What follows belongs to an exercise in optimizing a design on an open flow for small area, a short achievable clock period and few clock cycles per item; a production flow would make more cautious choices.
Only simulation tests tie the RTL to the original design; equivalence was not proved.
Power is estimated from default activity; no workload was simulated.

<file path="flow/design.v">
package eda_regional_max_pkg;
    localparam int DEF_M            = 8;
    localparam int DEF_N            = 8;
    localparam int DEF_PIXEL_WIDTH  = 8;
    localparam int DEF_WINDOW_WIDTH = 3;
    localparam int DEF_I_WIDTH      = 3;
    localparam int DEF_J_WIDTH      = 3;
endpackage
module regional_max_window (
    input  logic clk,
    input  logic rearm_i,   
    input  logic a_i,       
    input  logic b_i,       
    output logic eq_o       
);
    logic eq_q;
    always_ff @(posedge clk) eq_q <= (eq_q & ~(a_i ^ b_i)) | rearm_i;
    assign eq_o = eq_q;
endmodule
module regional_max
#(
    parameter int M            = eda_regional_max_pkg::DEF_M,
    parameter int N            = eda_regional_max_pkg::DEF_N,
    parameter int PIXEL_WIDTH  = eda_regional_max_pkg::DEF_PIXEL_WIDTH,
    parameter int WINDOW_WIDTH = eda_regional_max_pkg::DEF_WINDOW_WIDTH,
    parameter int I_WIDTH      = eda_regional_max_pkg::DEF_I_WIDTH,
    parameter int J_WIDTH      = eda_regional_max_pkg::DEF_J_WIDTH,
    parameter int ADDR_WIDTH   = I_WIDTH + J_WIDTH
) (
    input  logic                   clk,
    input  logic                   reset_n,
    input  logic [PIXEL_WIDTH-1:0] pixel_in,
    input  logic [ADDR_WIDTH-1:0]  rd_addr,
    input  logic                   start,
    input  logic [ADDR_WIDTH-1:0]  wr_addr,
    input  logic                   write_en,
    output logic                   done,
    output logic [M*N-1:0]        matrix_output
);
    localparam int P  = M * N;
    logic unused_rd_addr;
    assign unused_rd_addr = ^rd_addr;
    logic          busy_q;      
    logic          cmp_q;       
    logic          itr_q;       
    logic          done_q;
    logic          changed;     
    logic [PIXEL_WIDTH-1:0] img_q [P];
    logic [PIXEL_WIDTH-1:0] bsel_q;   
    logic [P-1:0]           bp;       
    for (genvar p = 0; p < P; p++) begin : g_img
        localparam int R = p / N;
        localparam int C = p % N;
        always_ff @(posedge clk) begin
            if (write_en && !busy_q && wr_addr[ADDR_WIDTH-1:J_WIDTH] == I_WIDTH'(R) &&
                wr_addr[J_WIDTH-1:0] == J_WIDTH'(C))
                img_q[p] <= pixel_in;
        end
        assign bp[p] = |(img_q[p] & bsel_q);
    end
    logic [P-1:0] flag_q;    
    logic [P-1:0] snd;       
    logic [P-1:0] clr;       
    assign snd = bp | ({P{itr_q}} & ~flag_q);
    logic rearm;
    assign rearm = ~busy_q & ~(start & ~done_q);
    function automatic int dr(input int d);
        case (d)
            0, 1, 7: dr = -1;
            3, 4, 5: dr = 1;
            default: dr = 0;
        endcase
    endfunction
    function automatic int dc(input int d);
        case (d)
            1, 2, 3: dc = 1;
            5, 6, 7: dc = -1;
            default: dc = 0;
        endcase
    endfunction
    for (genvar p = 0; p < P; p++) begin : g_pix
        localparam int R = p / N;
        localparam int C = p % N;
        logic [7:0] nb_eq;    
        logic [7:0] nb_hit;   
        for (genvar d = 0; d < 8; d++) begin : g_dir
            localparam int RR = R + dr(d);
            localparam int CC = C + dc(d);
            localparam bit V  = (RR >= 0) && (RR < M) && (CC >= 0) && (CC < N);
            localparam int Q  = V ? RR * N + CC : 0;
            if (V && d >= 2 && d <= 5) begin : g_own
                logic e_eq;
                regional_max_window u_edge (
                    .clk    (clk),
                    .rearm_i(rearm),
                    .a_i    (bp[p]),
                    .b_i    (bp[Q]),
                    .eq_o   (e_eq)
                );
                assign nb_eq[d] = e_eq;
            end else if (V) begin : g_peer
                assign nb_eq[d] = g_pix[Q].g_dir[(d + 4) % 8].g_own.e_eq;
            end else begin : g_none
                assign nb_eq[d] = 1'b0;
            end
            if (V) begin : g_s
                assign nb_hit[d] = nb_eq[d] & snd[Q];
            end else begin : g_ns
                assign nb_hit[d] = 1'b0;
            end
        end
        assign clr[p] = ~bp[p] & (|nb_hit);
    end
    logic [M-1:0] chg_q;
    for (genvar r = 0; r < M; r++) begin : g_chg
        always_ff @(posedge clk) chg_q[r] <= (|(flag_q[r*N +: N] & clr[r*N +: N])) | cmp_q;
    end
    assign changed = |chg_q;
    localparam logic [PIXEL_WIDTH-1:0] MSB = {1'b1, {(PIXEL_WIDTH-1){1'b0}}};
    always_ff @(posedge clk) begin
        if (!reset_n) begin
            busy_q  <= 1'b0;
            cmp_q   <= 1'b0;
            itr_q   <= 1'b0;
            bsel_q  <= MSB;
            done_q  <= 1'b0;
            flag_q  <= '0;
        end else begin
            done_q  <= 1'b0;
            if (!busy_q) begin
                if (start) begin
                    busy_q  <= 1'b1;
                    cmp_q   <= 1'b1;
                    if (done_q) begin
                        flag_q <= '1;
                    end else begin
                        flag_q <= ~clr;
                        bsel_q <= bsel_q >> 1;
                    end
                end
            end else if (cmp_q) begin
                bsel_q <= bsel_q >> 1;
                flag_q <= flag_q & ~clr;
                if (bsel_q[0]) begin
                    cmp_q  <= 1'b0;
                    itr_q  <= 1'b1;
                end
            end else if (itr_q) begin
                flag_q <= flag_q & ~clr;
                if (!changed) begin
                    itr_q  <= 1'b0;
                    busy_q <= 1'b0;
                    done_q <= 1'b1;
                    bsel_q <= MSB;
                end
            end
        end
    end
    assign done          = done_q;
    assign matrix_output = flag_q;
endmodule
</file>
<file path="flow/flow/run.sh">
#!/bin/bash
# Standard layout, with timing repair aiming 6 ns above the 9 ns clock's
# requirement (i.e. for a 3 ns period), to find the shortest period the design
# reaches. The clock and constraints are the design's, unchanged.
set -euo pipefail
export SETUP_SLACK_MARGIN=6.0
bash standard.sh finish > standard_flow.log 2>&1
</file>
<file path="flow/standard.sh">
#!/bin/bash
# synth_recipe.tcl (not shown) runs the flow's synth.tcl, then flattens the netlist and writes it again
# the make line also repeats each setting of config.mk as NAME=value (left out here)
make -C /OpenROAD-flow-scripts/flow DESIGN_CONFIG=/design/flow/config.mk WORK_HOME=/design/flow/orfs CLKGATE_MAP_FILE= SYNTH_SCRIPT=/design/flow/synth_recipe.tcl "${@:-finish}"
</file>
<file path="flow/config.mk">
export PLATFORM = sky130hd
export DESIGN_NAME = regional_max
export DESIGN_NICKNAME = regional_max
export VERILOG_FILES = /design/flow/design.v
export SDC_FILE = /design/flow/constraint.sdc
export NUM_CORES = 4
export LEC_CHECK = 0
export ABC_CLOCK_PERIOD_IN_PS = 3000
export CAP_MARGIN = 20
export CORE_MARGIN = 2
export CORE_UTILIZATION = 60
export CTS_CLUSTER_DIAMETER = 150
export CTS_CLUSTER_SIZE = 30
export SLEW_MARGIN = 20
</file>
<file path="flow/constraint.sdc">
create_clock -name core_clock -period 9.0 [get_ports {clk}]
set_input_delay 1.8000 -clock core_clock [delete_from_list [all_inputs] [get_ports {clk}]]
set_output_delay 1.8000 -clock core_clock [all_outputs]
set_load 0.01 [all_outputs]
</file>
==> impl_results.html, run 1 <==
<table>
<tr><th>Metric</th><th>Value</th></tr>
<tr><th colspan="2">Status</th></tr>
<tr><td>Result of the run</td><td>timing/DRC/antenna clean</td></tr>
<tr><th colspan="2">Cells and area</th></tr>
<tr><td>Antenna fix cells</td><td>0</td></tr>
<tr><td>Post-synthesis to final-layout area growth</td><td>14.0%</td></tr>
<tr><td>Non-filler instance count after layout</td><td>3402</td></tr>
<tr><td>Commonest non-fill, non-tap cell in the layout</td><td>sky130_fd_sc_hd__edfxtp_1</td></tr>
<tr><td>Final-stage net count</td><td>2713</td></tr>
<tr><td>Leading cell types in the layout, fill and taps excluded</td><td>512 x sky130_fd_sc_hd__edfxtp_1, 355 x sky130_fd_sc_hd__a22oi_1, 228 x sky130_fd_sc_hd__a21o_1</td></tr>
<tr><td>Layout cells sized above 1</td><td>22.3%</td></tr>
<tr><th colspan="2">Routing</th></tr>
<tr><td>Post-detailed-route via-to-cell ratio</td><td>6.79</td></tr>
<tr><td>DR WL/cell</td><td>27.8 um</td></tr>
<tr><td>Detailed-routing iteration count for the pre-antenna-repair pass</td><td>6</td></tr>
<tr><td>Drt first-iter violations</td><td>2947</td></tr>
<tr><td>Antenna violation net count after detailed routing</td><td>0</td></tr>
<tr><td>DR DRC count</td><td>0</td></tr>
<tr><td>Aggregate routed wire length</td><td>94600 um</td></tr>
<tr><td>Via count</td><td>23114</td></tr>
<tr><th colspan="2">Place</th></tr>
<tr><td>Detailed-placement wirelength estimate</td><td>52100 um</td></tr>
<tr><td>Routability-driven placement congestion ratio</td><td>0.863</td></tr>
<tr><td>Post-Place Cells</td><td>3151</td></tr>
<tr><td>Port Buf Inserts</td><td>82</td></tr>
<tr><th colspan="2">STA</th></tr>
<tr><td>Clock Skew</td><td>0.0265 ns</td></tr>
<tr><td>Total of endpoints with negative setup slack in the final report</td><td>0</td></tr>
<tr><td>Slew Limit Headroom</td><td>29.1%</td></tr>
<tr><td>Max-slew violations</td><td>0</td></tr>
<tr><td>Final clock period utilization by the worst path</td><td>33.7%</td></tr>
<tr><td>Hold violation count in the final report</td><td>0</td></tr>
<tr><td>Slew at the pin closest to its max-slew limit</td><td>1.06 ns</td></tr>
<tr><td>RSZ-0062 raised after global routing</td><td>true</td></tr>
<tr><td>Final period demand of the worst path</td><td>3.03 ns</td></tr>
<tr><td>FMAX</td><td>0.330 GHz</td></tr>
<tr><td>Final setup TNS</td><td>0 ns</td></tr>
<tr><th colspan="2">Worst setup path</th></tr>
<tr><td>Arrival time reported for the critical path endpoint</td><td>3.37 ns</td></tr>
<tr><td>Largest fanout on the critical path</td><td>8</td></tr>
<tr><td>Gate family responsible for the most delay along the worst path</td><td>simple AND/OR/NAND/NOR gates</td></tr>
<tr><td>Data required time at the worst endpoint</td><td>9.34 ns</td></tr>
<tr><td>Master of the slowest instance on the critical path</td><td>sky130_fd_sc_hd__clkdlybuf4s50_1</td></tr>
<tr><td>Critical-path cell list</td><td>clkdlybuf4s50_1 &gt; nor2b_2 &gt; nand2_4 &gt; nor2_4</td></tr>
<tr><td>Cells on worst reg2reg path</td><td>8</td></tr>
<tr><td>Crit. path cell count</td><td>4</td></tr>
<tr><td>Bufs and invs on worst path</td><td>1</td></tr>
<tr><td>R2R Setup Slk</td><td>6.03 ns</td></tr>
<tr><td>Kind of start point of the critical path</td><td>input port</td></tr>
<tr><td>Type of the setup path with the least slack</td><td>in -&gt; reg</td></tr>
<tr><td>Slowest Stage Delay on Critical Path</td><td>0.70 ns</td></tr>
<tr><td>CP endpoint kind</td><td>flip-flop</td></tr>
<tr><th colspan="2">CTS</th></tr>
<tr><td>Number of H-tree levels</td><td>1</td></tr>
<tr><td>CTS tree</td><td>yes</td></tr>
<tr><td>Clk root buf</td><td>sky130_fd_sc_hd__clkbuf_16</td></tr>
<tr><td>Clock sink count</td><td>806</td></tr>
<tr><td>Clock latency reported for the late side of the worst-skew pair</td><td>0.65 ns</td></tr>
<tr><td>Clock transition at path regs</td><td>0.12 ns</td></tr>
<tr><td>Clock tree buffer depth</td><td>3</td></tr>
<tr><td>Number of clock buffers inserted by TritonCTS</td><td>30</td></tr>
<tr><th colspan="2">Yosys</th></tr>
<tr><td>Syn Area/Cell</td><td>13.1 um2</td></tr>
<tr><td>FFs w/ async S/R, synth</td><td>0%</td></tr>
<tr><td>Cell Area, Synth</td><td>33000 um2</td></tr>
<tr><td>Most used flip-flop cell after synthesis</td><td>sky130_fd_sc_hd__edfxtp_1</td></tr>
<tr><td>Adder and majority cell fraction of the synthesized area</td><td>0%</td></tr>
<tr><td>Top post-synthesis cells by area</td><td>sky130_fd_sc_hd__edfxtp_1 47%, sky130_fd_sc_hd__dfxtp_1 18%, sky130_fd_sc_hd__a22oi_1 8.2%</td></tr>
<tr><td>Number of cells produced by synthesis</td><td>2516</td></tr>
<tr><td>Number of register bits inferred by synthesis</td><td>806</td></tr>
<tr><td>Share of the synthesized area in compound gates (AO/OA/AOI/OAI)</td><td>21.0%</td></tr>
<tr><td>Number of nets in the synthesized netlist</td><td>2540</td></tr>
<tr><td>Area share of the leading cell type in the synthesized netlist</td><td>46.6%</td></tr>
<tr><td>Main combinational cell family by area after synthesis</td><td>compound AO/OA/AOI/OAI gates</td></tr>
<tr><td>Simple-gate share of the synthesized area</td><td>6.17%</td></tr>
<tr><td>Share of cell area taken by muxes after synthesis</td><td>0%</td></tr>
<tr><td>Cell variety after synth</td><td>64</td></tr>
<tr><td>Dominant cell type by area after synthesis</td><td>sky130_fd_sc_hd__edfxtp_1</td></tr>
<tr><td>XOR/XNOR Fraction of Synth Area</td><td>5.39%</td></tr>
<tr><td>Ys Warns</td><td>3</td></tr>
<tr><td>Number of synthesized flops with an enable pin</td><td>512</td></tr>
<tr><td>Share of synthesized area occupied by flip-flops and latches</td><td>64.4%</td></tr>
<tr><th colspan="2">Global route</th></tr>
<tr><td>Largest net degree at the start of global routing</td><td>106</td></tr>
<tr><td>GR Overflow Total</td><td>0</td></tr>
<tr><td>Global Route Usage Sum</td><td>32.1%</td></tr>
<tr><td>Global-route wire length before repair</td><td>137000 um</td></tr>
<tr><td>Antenna violations before repair</td><td>0</td></tr>
<tr><td>Via count of the first global-routing pass</td><td>21953</td></tr>
<tr><th colspan="2">Power and ir drop</th></tr>
<tr><td>Total design power</td><td>7.40 mW</td></tr>
<tr><td>Power Dens Cells</td><td>197 nW/um2</td></tr>
<tr><td>Worst IR drop on VDD</td><td>0.156 mV</td></tr>
<tr><td>Static power due to leakage</td><td>13.7 nW</td></tr>
<tr><th colspan="2">Die</th></tr>
<tr><td>Die Ht</td><td>239 um</td></tr>
<tr><td>Initial cell density of the core</td><td>60.9%</td></tr>
<tr><td>Die area</td><td>56900 um2</td></tr>
<tr><td>Count of standard-cell rows</td><td>85</td></tr>
<tr><td>Core Area</td><td>54100 um2</td></tr>
<tr><td>Boundary Pins</td><td>89</td></tr>
<tr><td>Chip width</td><td>239 um</td></tr>
<tr><th colspan="2">Flow run</th></tr>
<tr><td>MaxCap Viol Count</td><td>0</td></tr>
<tr><th colspan="2">Hold path</th></tr>
<tr><td>Hold Crit Class</td><td>reg -&gt; reg</td></tr>
<tr><td>Number of instances on the worst hold path</td><td>1</td></tr>
</table>
## power breakdown
part	total, mW	leakage (nW)	switching, mW	internal (mW)
Sequential	4.33	7.11	0.188	4.15
Combinational	1.31	6.21	0.726	0.588
Clock	1.75	0.414	1.08	0.666
Total	7.40	13.7	2.00	5.40
## through the flow
stage | utilization, % | worst slack, ns | hold slack, ns | cell area [um2]
CTS | 68.1 | 5.92 | 0.481 | 36900
global route | 69.5 | 5.94 | 0.509 | 37600
global placement | 63.5 | 4.82 | 0.442 | 34400
floorplan | - | 5.88 | 0.436 | 33300
detailed placement | 63.5 | 4.74 | 0.454 | 34400
finish | 69.5 | 5.97 | 0.482 | 37600
## cells in the mapped netlist (5+ instances only)
| library cell | n |
|---|---|
| sky130_fd_sc_hd__a21o_1 | 232 |
| sky130_fd_sc_hd__a41o_1 | 7 |
| sky130_fd_sc_hd__o2111ai_1 | 8 |
| sky130_fd_sc_hd__clkbuf_1 | 101 |
| sky130_fd_sc_hd__buf_1 | 16 |
| sky130_fd_sc_hd__buf_6 | 10 |
| sky130_fd_sc_hd__xnor2_1 | 186 |
| sky130_fd_sc_hd__or2_1 | 22 |
| sky130_fd_sc_hd__nor3_1 | 5 |
| sky130_fd_sc_hd__a22oi_2 | 12 |
| sky130_fd_sc_hd__a221o_1 | 6 |
| sky130_fd_sc_hd__nand2_1 | 39 |
| sky130_fd_sc_hd__a31o_2 | 8 |
| sky130_fd_sc_hd__a22o_1 | 33 |
| sky130_fd_sc_hd__nand4_2 | 18 |
| sky130_fd_sc_hd__a41oi_1 | 9 |
| sky130_fd_sc_hd__o21a_1 | 5 |
| sky130_fd_sc_hd__and4_1 | 6 |
| sky130_fd_sc_hd__a31oi_1 | 12 |
| sky130_fd_sc_hd__edfxtp_1 | 512 |
| sky130_fd_sc_hd__o31ai_1 | 6 |
| sky130_fd_sc_hd__nor2_1 | 98 |
| sky130_fd_sc_hd__a21oi_1 | 44 |
| sky130_fd_sc_hd__a222oi_1 | 19 |
| sky130_fd_sc_hd__or3_1 | 13 |
| sky130_fd_sc_hd__o221a_2 | 23 |
| sky130_fd_sc_hd__o211ai_1 | 5 |
| sky130_fd_sc_hd__inv_1 | 54 |
| sky130_fd_sc_hd__dfxtp_1 | 294 |
| sky130_fd_sc_hd__nand4_1 | 53 |
| sky130_fd_sc_hd__or2_2 | 16 |
| sky130_fd_sc_hd__o31a_1 | 7 |
| sky130_fd_sc_hd__a22oi_1 | 361 |
| sky130_fd_sc_hd__buf_2 | 40 |
| sky130_fd_sc_hd__xor2_1 | 17 |
| sky130_fd_sc_hd__nor2b_1 | 57 |
| sky130_fd_sc_hd__o21ai_0 | 107 |
## state kept, by name, summed over array words and instances, names as in the netlist
name                           cells
done_q                             1
itr_q                              1
flag_q                            64
chg_q                              8
bsel_q                             8
busy_q                             1
img_q                            512
g_pix.g_dir.g_own.u_edge.eq_q    210
cmp_q                              1
## worst register-to-register path, cell delays in order (launching register included)
cell and delay [ns]:
sky130_fd_sc_hd__dfxtp_4 0.43, sky130_fd_sc_hd__buf_16 0.20, sky130_fd_sc_hd__a22oi_1 0.27, sky130_fd_sc_hd__nand2_2 0.19, sky130_fd_sc_hd__or3_4 0.46, sky130_fd_sc_hd__a221o_1 0.33, sky130_fd_sc_hd__o211ai_1 0.31, sky130_fd_sc_hd__o2111ai_1 0.19
sky130_fd_sc_hd__or4_1 0.48
## per-layer routing
| layer | vias to the layer above | routed length, um | share of wire [%] | GRT usage [%] |
|---|---|---|---|---|
| met4 | 0 | 1980 | 2.1 | 7.31 |
| li1 | 10086 | - | - | - |
| met1 | 11765 | 39500 | 42 | 46.4 |
| met2 | 1133 | 44400 | 47 | 52.2 |
| met5 | - | 0 | 0 | 0 |
| met3 | 130 | 8690 | 9.2 | 4.58 |
## cell families after synthesis
group,count (synthesis)
xor gates and xnor gates,203
AOI/OAI and AO/OA,931
DFF,806
and+or+nand+nor,351
buffers and inverters,225
## what timing repair did
item | 4_1_cts | 5_1_grt
setup endpoints to repair | 633 | 364
gates resized for setup | 491 | 48
setup buffers | 144 | 49
hold buffers | 0 | 0
gates cloned | 4 | 5
pin swaps | 41 | 21
endpoints found under the hold margin | 0 | 0
## layout make-up
type | count | area, um2
Sequential cell | 806 | 21400
Fill cell | 3868 | 16500
Multi-Input combinational cell | 1487 | 11700
Timing Repair Buffer | 310 | 2590
Tap cell | 696 | 871
Clock buffer | 49 | 865
Inverter | 54 | 203
## worst paths after layout
path	from	endpoint
worst max-delay path	wr_addr[5]	img_q[43][0]
worst min-delay path	g_pix[20].g_dir[4].g_own.u_edge.eq_q	g_pix[20].g_dir[4].g_own.u_edge.eq_q
worst max register to register	bsel_q[6]	chg_q[1]
worst min register to register	g_pix[20].g_dir[4].g_own.u_edge.eq_q	g_pix[20].g_dir[4].g_own.u_edge.eq_q
Testbench counts, summed over its fixed seeds: cycles 38,141, images 512.
==> inputs of run 2 (changes only) <==
--- a/flow/design.v
+++ b/flow/design.v
@@ -48,13 +48,19 @@
     logic [PIXEL_WIDTH-1:0] img_q [P];
     logic [PIXEL_WIDTH-1:0] bsel_q;   
     logic [P-1:0]           bp;       
+    logic [M-1:0] wr_row;
+    logic [N-1:0] wr_col;
+    for (genvar r = 0; r < M; r++) begin : g_wr_row
+        assign wr_row[r] = write_en & ~busy_q & (wr_addr[ADDR_WIDTH-1:J_WIDTH] == I_WIDTH'(r));
+    end
+    for (genvar c = 0; c < N; c++) begin : g_wr_col
+        assign wr_col[c] = (wr_addr[J_WIDTH-1:0] == J_WIDTH'(c));
+    end
     for (genvar p = 0; p < P; p++) begin : g_img
         localparam int R = p / N;
         localparam int C = p % N;
         always_ff @(posedge clk) begin
-            if (write_en && !busy_q && wr_addr[ADDR_WIDTH-1:J_WIDTH] == I_WIDTH'(R) &&
-                wr_addr[J_WIDTH-1:0] == J_WIDTH'(C))
-                img_q[p] <= pixel_in;
+            if (wr_row[R] & wr_col[C]) img_q[p] <= pixel_in;
         end
         assign bp[p] = |(img_q[p] & bsel_q);
     end
@@ -62,8 +68,9 @@
     logic [P-1:0] snd;       
     logic [P-1:0] clr;       
     assign snd = bp | ({P{itr_q}} & ~flag_q);
-    logic rearm;
-    assign rearm = ~busy_q & ~(start & ~done_q);
+    logic finish;
+    assign finish = itr_q & ~changed;
+    assign rearm = (~busy_q & ~start) | finish;
     function automatic int dr(input int d);
         case (d)
             0, 1, 7: dr = -1;
@@ -131,12 +138,8 @@
                 if (start) begin
                     busy_q  <= 1'b1;
                     cmp_q   <= 1'b1;
-                    if (done_q) begin
-                        flag_q <= '1;
-                    end else begin
-                        flag_q <= ~clr;
-                        bsel_q <= bsel_q >> 1;
-                    end
+                    flag_q  <= ~clr;
+                    bsel_q  <= bsel_q >> 1;
                 end
             end else if (cmp_q) begin
                 bsel_q <= bsel_q >> 1;
@@ -147,7 +150,7 @@
                 end
             end else if (itr_q) begin
                 flag_q <= flag_q & ~clr;
-                if (!changed) begin
+                if (finish) begin
                     itr_q  <= 1'b0;
                     busy_q <= 1'b0;
                     done_q <= 1'b1;
--- a/flow/config.mk
+++ b/flow/config.mk
@@ -9,6 +9,6 @@
 export CAP_MARGIN = 20
 export CORE_MARGIN = 2
 export CORE_UTILIZATION = 60
-export CTS_CLUSTER_DIAMETER = 150
-export CTS_CLUSTER_SIZE = 30
+export CTS_CLUSTER_DIAMETER = 120
+export CTS_CLUSTER_SIZE = 24
 export SLEW_MARGIN = 20
==> run 2 against run 1 <==
Utilization up 0.72 points. Worst hold slack worse by 0.022 ns. Critical path depth unchanged. Largest power group unchanged. First-iteration DRC count down 12%. Die area up 0.55%. Flip-flop and latch count unchanged. Combinational power down 4%. Still clean on timing, DRC and antenna. Critical path type unchanged. Synthesized area up 0.57%.
==> impl_results.html, run 2 <==
<table>
<tr><th>Metric</th><th>Value</th></tr>
<tr><th colspan="2">Status</th></tr>
<tr><td>Result of the run</td><td>timing/DRC/antenna clean</td></tr>
<tr><th colspan="2">STA</th></tr>
<tr><td>Final setup TNS</td><td>0 ns (unchanged)</td></tr>
<tr><td>Final period demand of the worst path</td><td>3.05 ns (+0.0156 ns)</td></tr>
<tr><td>Slew Limit Headroom</td><td>21.7% (-7.4 points)</td></tr>
<tr><td>Final clock period utilization by the worst path</td><td>33.9% (+0.17 points)</td></tr>
<tr><td>Clock Skew</td><td>0.0203 ns (-0.00621 ns)</td></tr>
<tr><td>RSZ-0062 raised after global routing</td><td>true</td></tr>
<tr><td>Worst Slack Setup Final</td><td>5.95 ns (-0.0156 ns)</td></tr>
<tr><td>Max-slew violations</td><td>0 (unchanged)</td></tr>
<tr><td>Hold violation count in the final report</td><td>0 (unchanged)</td></tr>
<tr><td>FMAX</td><td>0.328 GHz (-0.51%)</td></tr>
<tr><td>Worst hold margin</td><td>0.461 ns (-0.0218 ns)</td></tr>
<tr><td>Slew at the pin closest to its max-slew limit</td><td>1.17 ns (+0.110 ns)</td></tr>
<tr><td>Total of endpoints with negative setup slack in the final report</td><td>0 (unchanged)</td></tr>
<tr><th colspan="2">Global route</th></tr>
<tr><td>Global-route wire length before repair</td><td>141000 um (+3.0%)</td></tr>
<tr><td>GRT busiest layer</td><td>met2</td></tr>
<tr><td>Met1 global-route usage</td><td>47.7% (+1.3 points)</td></tr>
<tr><td>Global routing usage on met3</td><td>4.67% (+0.081 points)</td></tr>
<tr><td>Met2 Track Usage GR</td><td>53.4% (+1.3 points)</td></tr>
<tr><td>GR Overflow Total</td><td>0 (unchanged)</td></tr>
<tr><td>Antenna violations before repair</td><td>0 (unchanged)</td></tr>
<tr><td>Largest net degree at the start of global routing</td><td>95 (-10%)</td></tr>
<tr><td>Via count of the first global-routing pass</td><td>22746 (+3.6%)</td></tr>
<tr><td>Global Route Usage Sum</td><td>33.2% (+1.0 points)</td></tr>
<tr><th colspan="2">Yosys</th></tr>
<tr><td>Dominant cell type by area after synthesis</td><td>sky130_fd_sc_hd__edfxtp_1</td></tr>
<tr><td>Number of register bits inferred by synthesis</td><td>806 (unchanged)</td></tr>
<tr><td>Cell variety after synth</td><td>65 (+1.6%)</td></tr>
<tr><td>Area share of the leading cell type in the synthesized netlist</td><td>46.3% (-0.26 points)</td></tr>
<tr><td>Ys Warns</td><td>4 (+1)</td></tr>
<tr><td>Number of cells produced by synthesis</td><td>2723 (+8.2%)</td></tr>
<tr><td>Top post-synthesis cells by area</td><td>sky130_fd_sc_hd__edfxtp_1 46%, sky130_fd_sc_hd__dfxtp_1 18%, sky130_fd_sc_hd__a22oi_1 7.6%</td></tr>
<tr><td>Cell types with the highest counts after synthesis</td><td>512 x sky130_fd_sc_hd__edfxtp_1, 433 x sky130_fd_sc_hd__nand2_1, 335 x sky130_fd_sc_hd__a22oi_1</td></tr>
<tr><td>Number of synthesized flops with an enable pin</td><td>512 (unchanged)</td></tr>
<tr><td>FFs w/ async S/R, synth</td><td>0% (unchanged)</td></tr>
<tr><td>Number of nets in the synthesized netlist</td><td>2747 (+8.1%)</td></tr>
<tr><td>Most instantiated library cell after synthesis</td><td>sky130_fd_sc_hd__edfxtp_1</td></tr>
<tr><td>Share of synthesized area occupied by flip-flops and latches</td><td>64.1% (-0.36 points)</td></tr>
<tr><td>Syn Area/Cell</td><td>12.2 um2 (-7.1%)</td></tr>
<tr><td>Cell Area, Synth</td><td>33200 um2 (+0.57%)</td></tr>
<tr><td>Most used flip-flop cell after synthesis</td><td>sky130_fd_sc_hd__edfxtp_1</td></tr>
<tr><th colspan="2">Die</th></tr>
<tr><td>Die area</td><td>57200 um2 (+0.55%)</td></tr>
<tr><td>Chip width</td><td>239 um (+0.28%)</td></tr>
<tr><td>Core Area</td><td>54900 um2 (+1.4%)</td></tr>
<tr><td>Initial cell density of the core</td><td>60.5% (-0.49 points)</td></tr>
<tr><td>Count of standard-cell rows</td><td>86 (+1.2%)</td></tr>
<tr><td>Boundary Pins</td><td>89 (unchanged)</td></tr>
<tr><td>Die Ht</td><td>239 um (+0.28%)</td></tr>
<tr><th colspan="2">Worst setup path</th></tr>
<tr><td>Kind of start point of the critical path</td><td>input port</td></tr>
<tr><td>Cells on worst reg2reg path</td><td>8 (unchanged)</td></tr>
<tr><td>Arrival time reported for the critical path endpoint</td><td>3.59 ns (+0.22 ns)</td></tr>
<tr><td>Worst r2r src</td><td>bsel_q[6]</td></tr>
<tr><td>CP endpoint kind</td><td>flip-flop</td></tr>
<tr><td>R2R Setup Slk</td><td>6.03 ns (about the same)</td></tr>
<tr><td>Data required time at the worst endpoint</td><td>9.54 ns (+0.20 ns)</td></tr>
<tr><td>Largest fanout on the critical path</td><td>16 (+8)</td></tr>
<tr><td>Type of the setup path with the least slack</td><td>in -&gt; reg</td></tr>
<tr><td>Destination of the worst register-to-register timing path</td><td>chg_q[1]</td></tr>
<tr><th colspan="2">Cells and area</th></tr>
<tr><td>Final Cell Area</td><td>38500 um2 (+2.4%)</td></tr>
<tr><td>Total area of sequential cells</td><td>21400 um2 (about the same)</td></tr>
<tr><td>Antenna fix cells</td><td>0 (unchanged)</td></tr>
<tr><td>Largest registers in the final layout</td><td>img_q (512), g_pix.g_dir.g_own.u_edge.eq_q (210), flag_q (64)</td></tr>
<tr><td>Leading cell types in the layout, fill and taps excluded</td><td>512 x sky130_fd_sc_hd__edfxtp_1, 427 x sky130_fd_sc_hd__nand2_1, 316 x sky130_fd_sc_hd__a22oi_1</td></tr>
<tr><td>Commonest non-fill, non-tap cell in the layout</td><td>sky130_fd_sc_hd__edfxtp_1</td></tr>
<tr><td>Post-synthesis to final-layout area growth</td><td>16.1%</td></tr>
<tr><td>Area taken by multi-input logic gates</td><td>12000 um2 (+2.9%)</td></tr>
<tr><td>Number of filler cells placed in the layout</td><td>3927 (+1.5%)</td></tr>
<tr><td>Layout cells sized above 1</td><td>22.7% (+0.38 points)</td></tr>
<tr><td>Post-layout util</td><td>70.2% (+0.72 points)</td></tr>
<tr><td>Max reg flops</td><td>512 (unchanged)</td></tr>
<tr><td>Final-stage net count</td><td>2959 (+9.1%)</td></tr>
<tr><td>Largest reg by FF count</td><td>img_q</td></tr>
<tr><td>Non-filler instance count after layout</td><td>3643 (+7.1%)</td></tr>
<tr><th colspan="2">Power and ir drop</th></tr>
<tr><td>Share of total power in sequential cells</td><td>57.2% (-1.4 points)</td></tr>
<tr><td>Static power due to leakage</td><td>13.8 nW (+0.46%)</td></tr>
<tr><td>Net switching power figure</td><td>2.03 mW (+1.7%)</td></tr>
<tr><td>Clk pwr share</td><td>26.0% (+2.3 points)</td></tr>
<tr><td>Worst IR drop on VDD</td><td>0.214 mV (+37%)</td></tr>
<tr><td>Total design power</td><td>7.52 mW (+1.6%)</td></tr>
<tr><td>Power Dens Cells</td><td>195 nW/um2 (-0.76%)</td></tr>
<tr><td>Sw Ratio</td><td>27.0% (about the same)</td></tr>
<tr><td>Power Internal</td><td>5.49 mW (+1.6%)</td></tr>
<tr><td>Combinational cell fraction of total power</td><td>16.7% (-1.1 points)</td></tr>
<tr><th colspan="2">Routing</th></tr>
<tr><td>Post-detailed-route via-to-cell ratio</td><td>6.46 (-4.9%)</td></tr>
<tr><td>Via count</td><td>23543 (+1.9%)</td></tr>
<tr><td>DR DRC count</td><td>0 (unchanged)</td></tr>
<tr><td>DR WL/cell</td><td>26.2 um (-5.9%)</td></tr>
<tr><td>Antenna violation net count after detailed routing</td><td>0 (unchanged)</td></tr>
<tr><td>Detailed-routing iteration count for the pre-antenna-repair pass</td><td>6 (unchanged)</td></tr>
<tr><td>Aggregate routed wire length</td><td>95300 um (+0.79%)</td></tr>
<tr><td>Drt first-iter violations</td><td>2599 (-12%)</td></tr>
<tr><th colspan="2">CTS</th></tr>
<tr><td>CTS tree</td><td>yes</td></tr>
<tr><td>Clock tree buffer depth</td><td>3 (unchanged)</td></tr>
<tr><td>Number of clock buffers inserted by TritonCTS</td><td>39 (+30%)</td></tr>
<tr><td>Clock transition at path regs</td><td>0.10 ns (-0.02 ns)</td></tr>
<tr><td>Clock sink count</td><td>806 (unchanged)</td></tr>
<tr><td>Clk root buf</td><td>sky130_fd_sc_hd__clkbuf_16</td></tr>
<tr><td>Number of H-tree levels</td><td>2 (+1)</td></tr>
<tr><td>Clock latency reported for the late side of the worst-skew pair</td><td>0.62 ns (-0.03 ns)</td></tr>
<tr><td>Count of hold-fix buffers inserted at cts</td><td>0 (unchanged)</td></tr>
<tr><th colspan="2">Hold path</th></tr>
<tr><td>Launch point of the worst hold path</td><td>g_pix[18].g_dir[5].g_own.u_edge.eq_q</td></tr>
<tr><td>Worst Hold Endpoint</td><td>g_pix[18].g_dir[5].g_own.u_edge.eq_q</td></tr>
<tr><td>Number of instances on the worst hold path</td><td>2 (+1)</td></tr>
<tr><td>Hold Crit Class</td><td>reg -&gt; reg</td></tr>
<tr><th colspan="2">Flow run</th></tr>
<tr><td>MaxCap Viol Count</td><td>0 (unchanged)</td></tr>
<tr><th colspan="2">Place</th></tr>
<tr><td>Dpl cell area</td><td>34700 um2 (+0.99%)</td></tr>
<tr><td>Port Buf Inserts</td><td>82 (unchanged)</td></tr>
<tr><td>Detailed-placement wirelength estimate</td><td>52300 um (+0.41%)</td></tr>
<tr><td>Post-Place Cells</td><td>3381 (+7.3%)</td></tr>
<tr><td>Pre-CTS WS</td><td>4.61 ns (-0.123 ns)</td></tr>
<tr><td>Routability-driven placement congestion ratio</td><td>0.866 (+0.34%)</td></tr>
</table>
## run 2: changes by cell type after synthesis, moves of 10 or more
cell and delta:
sky130_fd_sc_hd__or2_1 +10, sky130_fd_sc_hd__a21oi_1 -11, sky130_fd_sc_hd__nand3_1 +10, sky130_fd_sc_hd__nand2_1 +394
sky130_fd_sc_hd__a22oi_1 -26, sky130_fd_sc_hd__xor2_1 -10, sky130_fd_sc_hd__clkbuf_1 -14, sky130_fd_sc_hd__a22oi_2 +10
sky130_fd_sc_hd__o21ai_0 +24, sky130_fd_sc_hd__a21o_1 -203
## run 2: what timing repair did
item | 4_1_cts | 5_1_grt
gates cloned | 6 | 1
pin swaps | 39 | 32
hold endpoints to repair | 0 | 0
setup endpoints to repair | 751 | 437
setup buffers | 145 | 65
gates resized for setup | 413 | 89
## run 2: routing by layer
| metal | up-vias | wire (um) |
|---|---|---|
| met1 | 11833 | 40100 |
| met2 | 992 | 45000 |
| met5 | - | 0 |
| met3 | 145 | 8130 |
| met4 | 0 | 2050 |
| li1 | 10573 | - |
## run 2: layout make-up
class	count	share of cell area (%)
flip-flops and latches	806	55.6
clock inverters	3	0.159
well taps	704	2.29
clock buffers	42	2.62
multi-input cells	1698	31.2
inverters	60	0.584
repair buffers	330	7.57
## run 2: cells by family after synthesis
logic type             synth area share, %
buffers and inverters                 2.95
flip-flops                            64.1
AND/OR/NAND/NOR                       11.2
AO/OA/AOI/OAI                         16.5
XOR/XNOR                              5.33
## run 2: worst max-delay path by stage
stage,depth (start not counted),startpoint,endpoint,slack [ns]
5_1_grt,5,start,g_pix[3].g_dir[2].g_own.u_edge.eq_q,5.94
2_1_floorplan,3,wr_addr[2],img_q[11][0],5.87
3_5_place_dp,6,start,bsel_q[5],4.61
6_report,4,start,flag_q[26],5.95
4_1_cts,3,wr_addr[1],img_q[31][6],5.76
3_3_place_gp,6,start,bsel_q[4],4.71
## run 2: power by group through the flow
stage          combinational, mW  clock [mW]  sequential (mW)
2_1_floorplan              0.721           0             4.34
3_3_place_gp                1.03           0             4.40
3_5_place_dp                1.05           0             4.40
4_1_cts                     1.18        1.98             4.30
5_1_grt                     1.36        2.09             4.33
6_report                    1.26        1.96             4.31
## run 2: worst max-delay path, cell delays in order
cell,delay (ns)
sky130_fd_sc_hd__dlygate4sd2_1,0.44
sky130_fd_sc_hd__nor2b_2,0.98
sky130_fd_sc_hd__o21ai_0,0.23
sky130_fd_sc_hd__nor2_1,0.13
Testbench counts of run 2, summed over its fixed seeds: cycles 38,141, images 512.
==> inputs of run 3 (changes only) <==
--- a/flow/config.mk
+++ b/flow/config.mk
@@ -12,3 +12,4 @@
 export CTS_CLUSTER_DIAMETER = 120
 export CTS_CLUSTER_SIZE = 24
 export SLEW_MARGIN = 20
+export TNS_END_PERCENT = 5
==> run 3 against run 2 <==
Utilization fell by 1.7 points. Design area fell by 2.4%. Largest cell class unchanged. Still clean. Synthesized cell count did not move. Largest power group unchanged.
==> impl_results.html, run 3 <==
<table>
<tr><th>Metric</th><th>Value</th></tr>
<tr><th colspan="2">Die</th></tr>
<tr><td>Initial cell density of the core</td><td>60.5% (unchanged)</td></tr>
<tr><td>Boundary Pins</td><td>89 (unchanged)</td></tr>
<tr><td>Count of standard-cell rows</td><td>86 (unchanged)</td></tr>
<tr><td>Chip width</td><td>239 um (unchanged)</td></tr>
<tr><td>Die Ht</td><td>239 um (unchanged)</td></tr>
<tr><td>Core Area</td><td>54900 um2 (unchanged)</td></tr>
<tr><td>Die area</td><td>57200 um2 (unchanged)</td></tr>
<tr><th colspan="2">Yosys</th></tr>
<tr><td>Most used flip-flop cell after synthesis</td><td>sky130_fd_sc_hd__edfxtp_1</td></tr>
<tr><td>Syn Area/Cell</td><td>12.2 um2 (unchanged)</td></tr>
<tr><td>Top post-synthesis cells by area</td><td>sky130_fd_sc_hd__edfxtp_1 46%, sky130_fd_sc_hd__dfxtp_1 18%, sky130_fd_sc_hd__a22oi_1 7.6%</td></tr>
<tr><td>Cell types with the highest counts after synthesis</td><td>512 x sky130_fd_sc_hd__edfxtp_1, 433 x sky130_fd_sc_hd__nand2_1, 335 x sky130_fd_sc_hd__a22oi_1</td></tr>
<tr><td>Number of synthesized flops with an enable pin</td><td>512 (unchanged)</td></tr>
<tr><td>Number of register bits inferred by synthesis</td><td>806 (unchanged)</td></tr>
<tr><td>Most instantiated library cell after synthesis</td><td>sky130_fd_sc_hd__edfxtp_1</td></tr>
<tr><td>Cell Area, Synth</td><td>33200 um2 (unchanged)</td></tr>
<tr><td>Dominant cell type by area after synthesis</td><td>sky130_fd_sc_hd__edfxtp_1</td></tr>
<tr><td>Share of synthesized area occupied by flip-flops and latches</td><td>64.1% (unchanged)</td></tr>
<tr><td>Number of nets in the synthesized netlist</td><td>2747 (unchanged)</td></tr>
<tr><td>Area share of the leading cell type in the synthesized netlist</td><td>46.3% (unchanged)</td></tr>
<tr><td>Ys Warns</td><td>4 (unchanged)</td></tr>
<tr><td>Number of cells produced by synthesis</td><td>2723 (unchanged)</td></tr>
<tr><td>Cell variety after synth</td><td>65 (unchanged)</td></tr>
<tr><td>FFs w/ async S/R, synth</td><td>0% (unchanged)</td></tr>
<tr><th colspan="2">Global route</th></tr>
<tr><td>GR Overflow Total</td><td>0 (unchanged)</td></tr>
<tr><td>Antenna violations before repair</td><td>0 (unchanged)</td></tr>
<tr><td>Global Route Usage Sum</td><td>32.8% (-0.40 points)</td></tr>
<tr><td>Global-route wire length before repair</td><td>140000 um (-1.1%)</td></tr>
<tr><td>Via count of the first global-routing pass</td><td>22153 (-2.6%)</td></tr>
<tr><td>Largest net degree at the start of global routing</td><td>87 (-8.4%)</td></tr>
<tr><th colspan="2">STA</th></tr>
<tr><td>Final period demand of the worst path</td><td>3.11 ns (+0.0577 ns)</td></tr>
<tr><td>Final clock period utilization by the worst path</td><td>34.5% (+0.64 points)</td></tr>
<tr><td>Final setup TNS</td><td>0 ns (unchanged)</td></tr>
<tr><td>Total of endpoints with negative setup slack in the final report</td><td>0 (unchanged)</td></tr>
<tr><td>FMAX</td><td>0.322 GHz (-1.9%)</td></tr>
<tr><td>Slew at the pin closest to its max-slew limit</td><td>1.07 ns (-0.0954 ns)</td></tr>
<tr><td>Clock Skew</td><td>0.0175 ns (-0.00278 ns)</td></tr>
<tr><td>Slew Limit Headroom</td><td>28.1% (+6.4 points)</td></tr>
<tr><td>Max-slew violations</td><td>0 (unchanged)</td></tr>
<tr><td>Hold violation count in the final report</td><td>0 (unchanged)</td></tr>
<tr><td>RSZ-0062 raised after global routing</td><td>true</td></tr>
<tr><th colspan="2">Worst setup path</th></tr>
<tr><td>CP endpoint kind</td><td>output pin</td></tr>
<tr><td>Slowest Stage Delay on Critical Path</td><td>0.39 ns (-0.59 ns)</td></tr>
<tr><td>Data required time at the worst endpoint</td><td>7.20 ns (-2.34 ns)</td></tr>
<tr><td>Gate family responsible for the most delay along the worst path</td><td>flip-flops</td></tr>
<tr><td>Arrival time reported for the critical path endpoint</td><td>1.31 ns (-2.28 ns)</td></tr>
<tr><td>Type of the setup path with the least slack</td><td>reg -&gt; out</td></tr>
<tr><td>Master of the slowest instance on the critical path</td><td>sky130_fd_sc_hd__dfxtp_2</td></tr>
<tr><td>Critical-path cell list</td><td>dlygate4sd2_1</td></tr>
<tr><td>Bufs and invs on worst path</td><td>1 (unchanged)</td></tr>
<tr><td>Largest fanout on the critical path</td><td>4 (-12)</td></tr>
<tr><td>Kind of start point of the critical path</td><td>flip-flop</td></tr>
<tr><th colspan="2">Cells and area</th></tr>
<tr><td>Layout cells sized above 1</td><td>16.1% (-6.6 points)</td></tr>
<tr><td>Max reg flops</td><td>512 (unchanged)</td></tr>
<tr><td>Total area of sequential cells</td><td>21400 um2 (-0.36%)</td></tr>
<tr><td>Post-layout util</td><td>68.5% (-1.7 points)</td></tr>
<tr><td>Post-synthesis to final-layout area growth</td><td>13.3%</td></tr>
<tr><td>Largest reg by FF count</td><td>img_q</td></tr>
<tr><td>Number of filler cells placed in the layout</td><td>3976 (+1.2%)</td></tr>
<tr><td>Area taken by multi-input logic gates</td><td>11800 um2 (-1.6%)</td></tr>
<tr><td>Leading cell types in the layout, fill and taps excluded</td><td>512 x sky130_fd_sc_hd__edfxtp_1, 429 x sky130_fd_sc_hd__nand2_1, 332 x sky130_fd_sc_hd__a22oi_1</td></tr>
<tr><td>Largest registers in the final layout</td><td>img_q (512), g_pix.g_dir.g_own.u_edge.eq_q (210), flag_q (64)</td></tr>
<tr><td>Commonest non-fill, non-tap cell in the layout</td><td>sky130_fd_sc_hd__edfxtp_1</td></tr>
<tr><td>Antenna fix cells</td><td>0 (unchanged)</td></tr>
<tr><td>Non-filler instance count after layout</td><td>3559 (-2.3%)</td></tr>
<tr><td>Final-stage net count</td><td>2867 (-3.1%)</td></tr>
<tr><th colspan="2">CTS</th></tr>
<tr><td>Clock transition at path regs</td><td>0.10 ns (about the same)</td></tr>
<tr><td>Clock sink count</td><td>806 (unchanged)</td></tr>
<tr><td>CTS tree</td><td>yes</td></tr>
<tr><td>Clk root buf</td><td>sky130_fd_sc_hd__clkbuf_16</td></tr>
<tr><td>Number of clock buffers inserted by TritonCTS</td><td>39 (unchanged)</td></tr>
<tr><td>Clock latency reported for the late side of the worst-skew pair</td><td>0.61 ns (about the same)</td></tr>
<tr><td>Count of hold-fix buffers inserted at cts</td><td>0 (unchanged)</td></tr>
<tr><td>Number of H-tree levels</td><td>2 (unchanged)</td></tr>
<tr><td>Clock tree buffer depth</td><td>3 (unchanged)</td></tr>
<tr><th colspan="2">Flow run</th></tr>
<tr><td>MaxCap Viol Count</td><td>0 (unchanged)</td></tr>
<tr><th colspan="2">Place</th></tr>
<tr><td>Post-Place Cells</td><td>3379 (-0.059%)</td></tr>
<tr><td>Detailed-placement wirelength estimate</td><td>52200 um (-0.13%)</td></tr>
<tr><td>Port Buf Inserts</td><td>82 (unchanged)</td></tr>
<tr><td>Routability-driven placement congestion ratio</td><td>0.839 (-3.1%)</td></tr>
<tr><th colspan="2">Power and ir drop</th></tr>
<tr><td>Power Dens Cells</td><td>198 nW/um2 (+1.4%)</td></tr>
<tr><td>Static power due to leakage</td><td>13.4 nW (-2.5%)</td></tr>
<tr><td>Worst IR drop on VDD</td><td>0.193 mV (-9.8%)</td></tr>
<tr><th colspan="2">Routing</th></tr>
<tr><td>Aggregate routed wire length</td><td>94000 um (-1.4%)</td></tr>
<tr><td>Via count</td><td>23286 (-1.1%)</td></tr>
<tr><td>Post-detailed-route via-to-cell ratio</td><td>6.54 (+1.2%)</td></tr>
<tr><td>Detailed-routing iteration count for the pre-antenna-repair pass</td><td>7 (+1)</td></tr>
<tr><td>Drt first-iter violations</td><td>2528 (-2.7%)</td></tr>
<tr><td>Antenna violation net count after detailed routing</td><td>0 (unchanged)</td></tr>
<tr><td>DR DRC count</td><td>0 (unchanged)</td></tr>
<tr><td>DR WL/cell</td><td>26.4 um (+0.96%)</td></tr>
<tr><th colspan="2">Hold path</th></tr>
<tr><td>Hold Crit Class</td><td>reg -&gt; reg</td></tr>
<tr><th colspan="2">Status</th></tr>
<tr><td>Result of the run</td><td>timing/DRC/antenna clean</td></tr>
</table>
## run 3: final timing paths
check                                                     startpoint                              endpoint  slack [ns]  cells after the start
worst max register to register                             bsel_q[6]                              chg_q[6]        5.90                      9
worst min register to register  g_pix[48].g_dir[4].g_own.u_edge.eq_q  g_pix[48].g_dir[4].g_own.u_edge.eq_q        0.46                      2
worst min-delay path            g_pix[48].g_dir[4].g_own.u_edge.eq_q  g_pix[48].g_dir[4].g_own.u_edge.eq_q        0.46                      2
worst max-delay path                                      flag_q[18]                     matrix_output[18]        5.89                      1
## run 3: what timing repair did
action                                  in CTS  in global routing
endpoints found under the hold margin        0                  0
gates cloned                                10                  0
endpoints found under the setup margin     859                631
pin swaps                                   45                 12
setup buffers                               98                 19
gates resized for setup                    248                 22
## run 3: kinds of logic (layout without fill, tap and decap cells)
family / Yosys count / after routing / synth area share (%)
AOI/OAI and AO/OA: 728 / 728 / 16.5
xor gates and xnor gates: 202 / 202 / 5.33
buffers and inverters: 221 / 349 / 2.95
DFF: 806 / 806 / 64.1
and+or+nand+nor: 766 / 770 / 11.2
## run 3: where the power goes
group          internal, mW  total [mW]  switching (mW)  leakage (nW)
Clock                 0.808        1.95            1.14         0.513
Combinational         0.488        1.17           0.686          5.84
Sequential             4.14        4.32           0.185          7.09
Total                  5.43        7.44            2.01          13.4
## run 3: layout make-up
type | instances | share of cell area, %
sequential | 806 | 56.8
multi-input combinational | 1700 | 31.4
timing repair buffer | 236 | 6.04
clock buffer | 50 | 2.71
tap | 704 | 2.34
inverter | 60 | 0.599
clock inverter | 3 | 0.116
## run 3: per-layer routing
metal / wire (um) / vias to the layer above / GRT usage [%]
met3: 8030 / 122 / 4.46
met4: 1860 / 0 / 8.16
met1: 40100 / 11701 / 47.7
met5: 0 / - / 0
li1: - / 10405 / -
met2: 44000 / 1058 / 52.4
## run 3: metrics by stage
stage	setup WS, ns	power (mW)	hold slack, ns	instance area (um2)
floorplan	5.86	5.06	0.429	33400
global placement	4.57	5.43	0.439	34600
detailed placement	4.53	5.45	0.443	34600
global route	5.84	7.71	0.472	37600
CTS	5.76	7.42	0.459	37400
finish	5.89	7.44	0.458	37600
==> inputs of run 4 (changes only) <==
--- a/flow/design.v
+++ b/flow/design.v
@@ -67,7 +67,7 @@
     logic [P-1:0] flag_q;    
     logic [P-1:0] snd;       
     logic [P-1:0] clr;       
-    assign snd = bp | ({P{itr_q}} & ~flag_q);
+    assign snd = bp | ({P{itr_q | bsel_q[0]}} & ~flag_q);
     logic finish;
     assign finish = itr_q & ~changed;
     assign rearm = (~busy_q & ~start) | finish;
--- a/flow/config.mk
+++ b/flow/config.mk
@@ -9,7 +9,6 @@
 export CAP_MARGIN = 20
 export CORE_MARGIN = 2
 export CORE_UTILIZATION = 60
-export CTS_CLUSTER_DIAMETER = 120
-export CTS_CLUSTER_SIZE = 24
+export CTS_CLUSTER_DIAMETER = 150
+export CTS_CLUSTER_SIZE = 30
 export SLEW_MARGIN = 20
-export TNS_END_PERCENT = 5
==> run 4 against run 3 <==
Still clean on timing, DRC and antenna. Utilization rose by 1.6 points. Design area rose by 0.69%. Sequential share of layout area fell by 0.17 points. Sequential power barely moved. Global-route usage fell by 0.68 points. Flip-flop and latch count did not move. Worst setup slack improved by 0.080 ns. Critical path type is now reg -> reg. Highest routed layer unchanged.
==> impl_results.html, run 4 <==
<table>
<tr><th>Metric</th><th>Value</th></tr>
<tr><th colspan="2">Status</th></tr>
<tr><td>Result of the run</td><td>timing/DRC/antenna clean</td></tr>
<tr><th colspan="2">Cells and area</th></tr>
<tr><td>Commonest non-fill, non-tap cell in the layout</td><td>sky130_fd_sc_hd__edfxtp_1</td></tr>
<tr><td>Leading cell types in the layout, fill and taps excluded</td><td>512 x sky130_fd_sc_hd__edfxtp_1, 438 x sky130_fd_sc_hd__nand2_1, 339 x sky130_fd_sc_hd__a22oi_1</td></tr>
<tr><td>Largest reg by FF count</td><td>img_q</td></tr>
<tr><td>Layout cells sized above 1</td><td>20.9% (+4.8 points)</td></tr>
<tr><td>Post-synthesis to final-layout area growth</td><td>15.0%</td></tr>
<tr><td>Antenna fix cells</td><td>0 (unchanged)</td></tr>
<tr><td>Final-stage net count</td><td>2901 (+1.2%)</td></tr>
<tr><td>Area taken by multi-input logic gates</td><td>11700 um2 (-1.3%)</td></tr>
<tr><td>Total area of sequential cells</td><td>21400 um2 (+0.39%)</td></tr>
<tr><td>Max reg flops</td><td>512 (unchanged)</td></tr>
<tr><td>Number of filler cells placed in the layout</td><td>3863 (-2.8%)</td></tr>
<tr><td>Largest registers in the final layout</td><td>img_q (512), g_pix.g_dir.g_own.u_edge.eq_q (210), flag_q (64)</td></tr>
<tr><th colspan="2">Power and ir drop</th></tr>
<tr><td>Power Internal</td><td>5.32 mW (-2.1%)</td></tr>
<tr><td>Combinational cell fraction of total power</td><td>16.8% (+1.0 points)</td></tr>
<tr><td>Worst IR drop on VDD</td><td>0.202 mV (+4.3%)</td></tr>
<tr><td>Net switching power figure</td><td>1.98 mW (-1.5%)</td></tr>
<tr><td>Static power due to leakage</td><td>13.5 nW (+0.55%)</td></tr>
<tr><td>Total design power</td><td>7.30 mW (-1.9%)</td></tr>
<tr><td>Share of total power in sequential cells</td><td>59.1% (+1.0 points)</td></tr>
<tr><td>Power Dens Cells</td><td>193 nW/um2 (-2.6%)</td></tr>
<tr><td>Sw Ratio</td><td>27.1% (+0.13 points)</td></tr>
<tr><td>Clk pwr share</td><td>24.2% (-2.0 points)</td></tr>
<tr><th colspan="2">Die</th></tr>
<tr><td>Chip width</td><td>238 um (-0.39%)</td></tr>
<tr><td>Core Area</td><td>54000 um2 (-1.6%)</td></tr>
<tr><td>Die area</td><td>56700 um2 (-0.78%)</td></tr>
<tr><td>Initial cell density of the core</td><td>60.9% (+0.46 points)</td></tr>
<tr><td>Die Ht</td><td>238 um (-0.39%)</td></tr>
<tr><td>Count of standard-cell rows</td><td>85 (-1.2%)</td></tr>
<tr><td>Boundary Pins</td><td>89 (unchanged)</td></tr>
<tr><th colspan="2">Yosys</th></tr>
<tr><td>Cell types with the highest counts after synthesis</td><td>512 x sky130_fd_sc_hd__edfxtp_1, 441 x sky130_fd_sc_hd__nand2_1, 343 x sky130_fd_sc_hd__a22oi_1</td></tr>
<tr><td>Number of cells produced by synthesis</td><td>2692 (-1.1%)</td></tr>
<tr><td>Most used flip-flop cell after synthesis</td><td>sky130_fd_sc_hd__edfxtp_1</td></tr>
<tr><td>Area share of the leading cell type in the synthesized netlist</td><td>46.7% (+0.37 points)</td></tr>
<tr><td>Most instantiated library cell after synthesis</td><td>sky130_fd_sc_hd__edfxtp_1</td></tr>
<tr><td>Top post-synthesis cells by area</td><td>sky130_fd_sc_hd__edfxtp_1 47%, sky130_fd_sc_hd__dfxtp_1 18%, sky130_fd_sc_hd__a22oi_1 7.8%</td></tr>
<tr><td>Syn Area/Cell</td><td>12.2 um2 (+0.34%)</td></tr>
<tr><td>Share of synthesized area occupied by flip-flops and latches</td><td>64.6% (+0.52 points)</td></tr>
<tr><td>Number of register bits inferred by synthesis</td><td>806 (unchanged)</td></tr>
<tr><td>Dominant cell type by area after synthesis</td><td>sky130_fd_sc_hd__edfxtp_1</td></tr>
<tr><td>FFs w/ async S/R, synth</td><td>0% (unchanged)</td></tr>
<tr><td>Number of synthesized flops with an enable pin</td><td>512 (unchanged)</td></tr>
<tr><td>Ys Warns</td><td>4 (unchanged)</td></tr>
<tr><td>Cell Area, Synth</td><td>32900 um2 (-0.80%)</td></tr>
<tr><td>Cell variety after synth</td><td>67 (+3.1%)</td></tr>
<tr><td>Number of nets in the synthesized netlist</td><td>2716 (-1.1%)</td></tr>
<tr><th colspan="2">Routing</th></tr>
<tr><td>Drt first-iter violations</td><td>2764 (+9.3%)</td></tr>
<tr><td>DR WL/cell</td><td>26.3 um (-0.25%)</td></tr>
<tr><td>DR DRC count</td><td>0 (unchanged)</td></tr>
<tr><td>Aggregate routed wire length</td><td>94600 um (+0.64%)</td></tr>
<tr><td>Antenna violation net count after detailed routing</td><td>0 (unchanged)</td></tr>
<tr><td>Detailed-routing iteration count for the pre-antenna-repair pass</td><td>8 (+1)</td></tr>
<tr><td>Post-detailed-route via-to-cell ratio</td><td>6.56 (+0.24%)</td></tr>
<tr><td>Via count</td><td>23551 (+1.1%)</td></tr>
<tr><th colspan="2">CTS</th></tr>
<tr><td>Number of clock buffers inserted by TritonCTS</td><td>30 (-23%)</td></tr>
<tr><td>Clock sink count</td><td>806 (unchanged)</td></tr>
<tr><td>Clk root buf</td><td>sky130_fd_sc_hd__clkbuf_16</td></tr>
<tr><td>Number of H-tree levels</td><td>1 (-1)</td></tr>
<tr><td>Clock transition at path regs</td><td>0.12 ns (+0.02 ns)</td></tr>
<tr><td>Count of hold-fix buffers inserted at cts</td><td>0 (unchanged)</td></tr>
<tr><td>Clock latency reported for the late side of the worst-skew pair</td><td>0.67 ns (+0.06 ns)</td></tr>
<tr><td>Clock tree buffer depth</td><td>3 (unchanged)</td></tr>
<tr><td>CTS tree</td><td>yes</td></tr>
<tr><th colspan="2">STA</th></tr>
<tr><td>Hold violation count in the final report</td><td>0 (unchanged)</td></tr>
<tr><td>Clock Skew</td><td>0.0262 ns (+0.00873 ns)</td></tr>
<tr><td>FMAX</td><td>0.330 GHz (+2.6%)</td></tr>
<tr><td>Total of endpoints with negative setup slack in the final report</td><td>0 (unchanged)</td></tr>
<tr><td>Max-slew violations</td><td>0 (unchanged)</td></tr>
<tr><td>Slew Limit Headroom</td><td>37.9% (+9.8 points)</td></tr>
<tr><td>Slew at the pin closest to its max-slew limit</td><td>0.932 ns (-0.143 ns)</td></tr>
<tr><td>Final setup TNS</td><td>0 ns (unchanged)</td></tr>
<tr><td>Final period demand of the worst path</td><td>3.03 ns (-0.0799 ns)</td></tr>
<tr><td>Final clock period utilization by the worst path</td><td>33.6% (-0.89 points)</td></tr>
<tr><td>Worst hold margin</td><td>0.467 ns (+0.00942 ns)</td></tr>
<tr><td>RSZ-0062 raised after global routing</td><td>true</td></tr>
<tr><th colspan="2">Global route</th></tr>
<tr><td>Via count of the first global-routing pass</td><td>22378 (+1.0%)</td></tr>
<tr><td>Global routing usage on met3</td><td>3.78% (-0.67 points)</td></tr>
<tr><td>GRT busiest layer</td><td>met2</td></tr>
<tr><td>Global-route wire length before repair</td><td>137000 um (-1.8%)</td></tr>
<tr><td>Antenna violations before repair</td><td>0 (unchanged)</td></tr>
<tr><td>GR Overflow Total</td><td>0 (unchanged)</td></tr>
<tr><td>Met1 global-route usage</td><td>46.9% (-0.75 points)</td></tr>
<tr><td>Largest net degree at the start of global routing</td><td>211 (+140%)</td></tr>
<tr><td>Met2 Track Usage GR</td><td>52.2% (-0.15 points)</td></tr>
<tr><td>Global Route Usage Sum</td><td>32.1% (-0.68 points)</td></tr>
<tr><th colspan="2">Place</th></tr>
<tr><td>Port Buf Inserts</td><td>82 (unchanged)</td></tr>
<tr><td>Routability-driven placement congestion ratio</td><td>0.846 (+0.81%)</td></tr>
<tr><td>Detailed-placement wirelength estimate</td><td>51200 um (-1.9%)</td></tr>
<tr><th colspan="2">Worst setup path</th></tr>
<tr><td>Worst setup path start</td><td>bsel_q[4]</td></tr>
<tr><td>CP endpoint kind</td><td>flip-flop</td></tr>
<tr><td>Cells on worst reg2reg path</td><td>9 (unchanged)</td></tr>
<tr><td>Arrival time reported for the critical path endpoint</td><td>3.56 ns (+2.25 ns)</td></tr>
<tr><td>Type of the setup path with the least slack</td><td>reg -&gt; reg</td></tr>
<tr><td>Data required time at the worst endpoint</td><td>9.53 ns (+2.33 ns)</td></tr>
<tr><td>Worst r2r src</td><td>bsel_q[4]</td></tr>
<tr><td>Kind of start point of the critical path</td><td>flip-flop</td></tr>
<tr><td>Worst setup path endpoint</td><td>chg_q[6]</td></tr>
<tr><td>Destination of the worst register-to-register timing path</td><td>chg_q[6]</td></tr>
<tr><td>R2R Setup Slk</td><td>5.97 ns (+0.07 ns)</td></tr>
<tr><td>Largest fanout on the critical path</td><td>24 (+20)</td></tr>
<tr><th colspan="2">Flow run</th></tr>
<tr><td>MaxCap Viol Count</td><td>0 (unchanged)</td></tr>
<tr><th colspan="2">Hold path</th></tr>
<tr><td>Launch point of the worst hold path</td><td>g_pix[35].g_dir[3].g_own.u_edge.eq_q</td></tr>
<tr><td>Hold Crit Class</td><td>reg -&gt; reg</td></tr>
</table>
==> run 4: cell families (layout without fill, tap and decap cells) <==
logic type                Yosys count  count (layout)  synth area share [%]
AOI/OAI and AO/OA                 730             730                  16.5
xor gates and xnor gates          210             210                  5.59
buffers and inverters             201             403                  2.70
DFF                               806             806                  64.6
and+or+nand+nor                   745             746                  10.6
==> run 4: layout make-up <==
| class | count | share of cell area (%) |
|---|---|---|
| clock buffer | 48 | 2.16 |
| sequential | 806 | 56.6 |
| multi-input combinational | 1686 | 30.8 |
| inverter | 38 | 0.377 |
| tap | 696 | 2.30 |
| timing repair buffer | 315 | 7.59 |
| clock inverter | 2 | 0.159 |
==> run 4: timing repair <==
item / CTS / global route
cloned: 4 / 6
resized for setup: 457 / 66
buffers inserted: 150 / 43
endpoints found under the setup margin: 866 / 464
pin swaps: 30 / 28
hold endpoints to repair: 0 / 0
==> run 4: worst max-delay path: stages (launching register included) <==
cell	delay, ns
sky130_fd_sc_hd__dfxtp_4	0.42
sky130_fd_sc_hd__buf_12	0.14
sky130_fd_sc_hd__clkbuf_16	0.21
sky130_fd_sc_hd__a22oi_1	0.32
sky130_fd_sc_hd__nand4_4	0.28
sky130_fd_sc_hd__o21bai_1	0.34
sky130_fd_sc_hd__a22oi_1	0.24
sky130_fd_sc_hd__a41oi_1	0.20
sky130_fd_sc_hd__a21oi_1	0.26
sky130_fd_sc_hd__or4b_1	0.47
==> run 4: through the flow <==
step	cell area, um2	utilization, %	cells	worst slack [ns]
2_1_floorplan	33300	-	2692	5.87
3_3_place_gp	34400	63.7	3338	4.74
3_5_place_dp	34400	63.7	3338	4.68
4_1_cts	37000	68.5	3542	5.91
5_1_grt	37900	70.1	3591	5.87
6_report	37900	70.1	3591	5.97
==> run 4: power by group through the flow <==
stage	Sequential, mW	Clock, mW	Combinational [mW]
final	4.31	1.76	1.22
after global routing	4.33	1.88	1.32
after detailed placement	4.41	0	1.04
after global placement	4.40	0	1.01
after floorplan	4.34	0	0.713
after CTS	4.30	1.76	1.15
==> run 4: worst min path at each step <==
stage	depth (start not counted)	end	slack, ns
after CTS	2	g_pix[25].g_dir[3].g_own.u_edge.eq_q	0.46
final	2	g_pix[35].g_dir[3].g_own.u_edge.eq_q	0.47
after global placement	2	g_pix[25].g_dir[3].g_own.u_edge.eq_q	0.44
after detailed placement	2	g_pix[25].g_dir[3].g_own.u_edge.eq_q	0.45
after floorplan	2	g_pix[22].g_dir[2].g_own.u_edge.eq_q	0.43
after global routing	2	g_pix[35].g_dir[2].g_own.u_edge.eq_q	0.48
==> run 4: per-layer routing <==
metal | up-vias | share of wire, %
met2 | 1107 | 47
met3 | 139 | 8.7
met4 | 0 | 2.1
li1 | 10452 | -
met1 | 11853 | 42
met5 | - | 0
Testbench counts of run 4, summed over its fixed seeds: cycles 38,048, images 512.

## what the ideal ports hide
How much do the figures lean on ideal ports? The routed layouts below were timed once more, with nothing changed but the port constraints.
Step 1 assumes that a clkbuf_16 drives the clock port and a buf_2 every other input.
Step 2, shift: input delay + t, output delay - t, t = (earliest + latest rising clock arrival at the registers) / 2. This alone moves slack from input paths to output paths.
Three values: ideal, step 1, step 2; two values: the first two.
run | t, ns | slack for setup (ns) | worst register clock-pin slew, ns
run 1 | 0.698 | 5.966 / 5.964 / 5.301 | 0.12 / 0.12
run 2 | 0.668 | 5.950 / 5.965 / 5.319 | 0.10 / 0.10
run 3 | 0.671 | 5.892 / 5.826 / 5.306 | 0.10 / 0.10
run 4 | 0.722 | 5.972 / 5.958 / 5.356 | 0.12 / 0.12
After both steps every run listed still meets setup and hold. The setup slack of run 1, which loses most, moves by -0.002 ns with the drivers and by -0.665 ns with both steps.
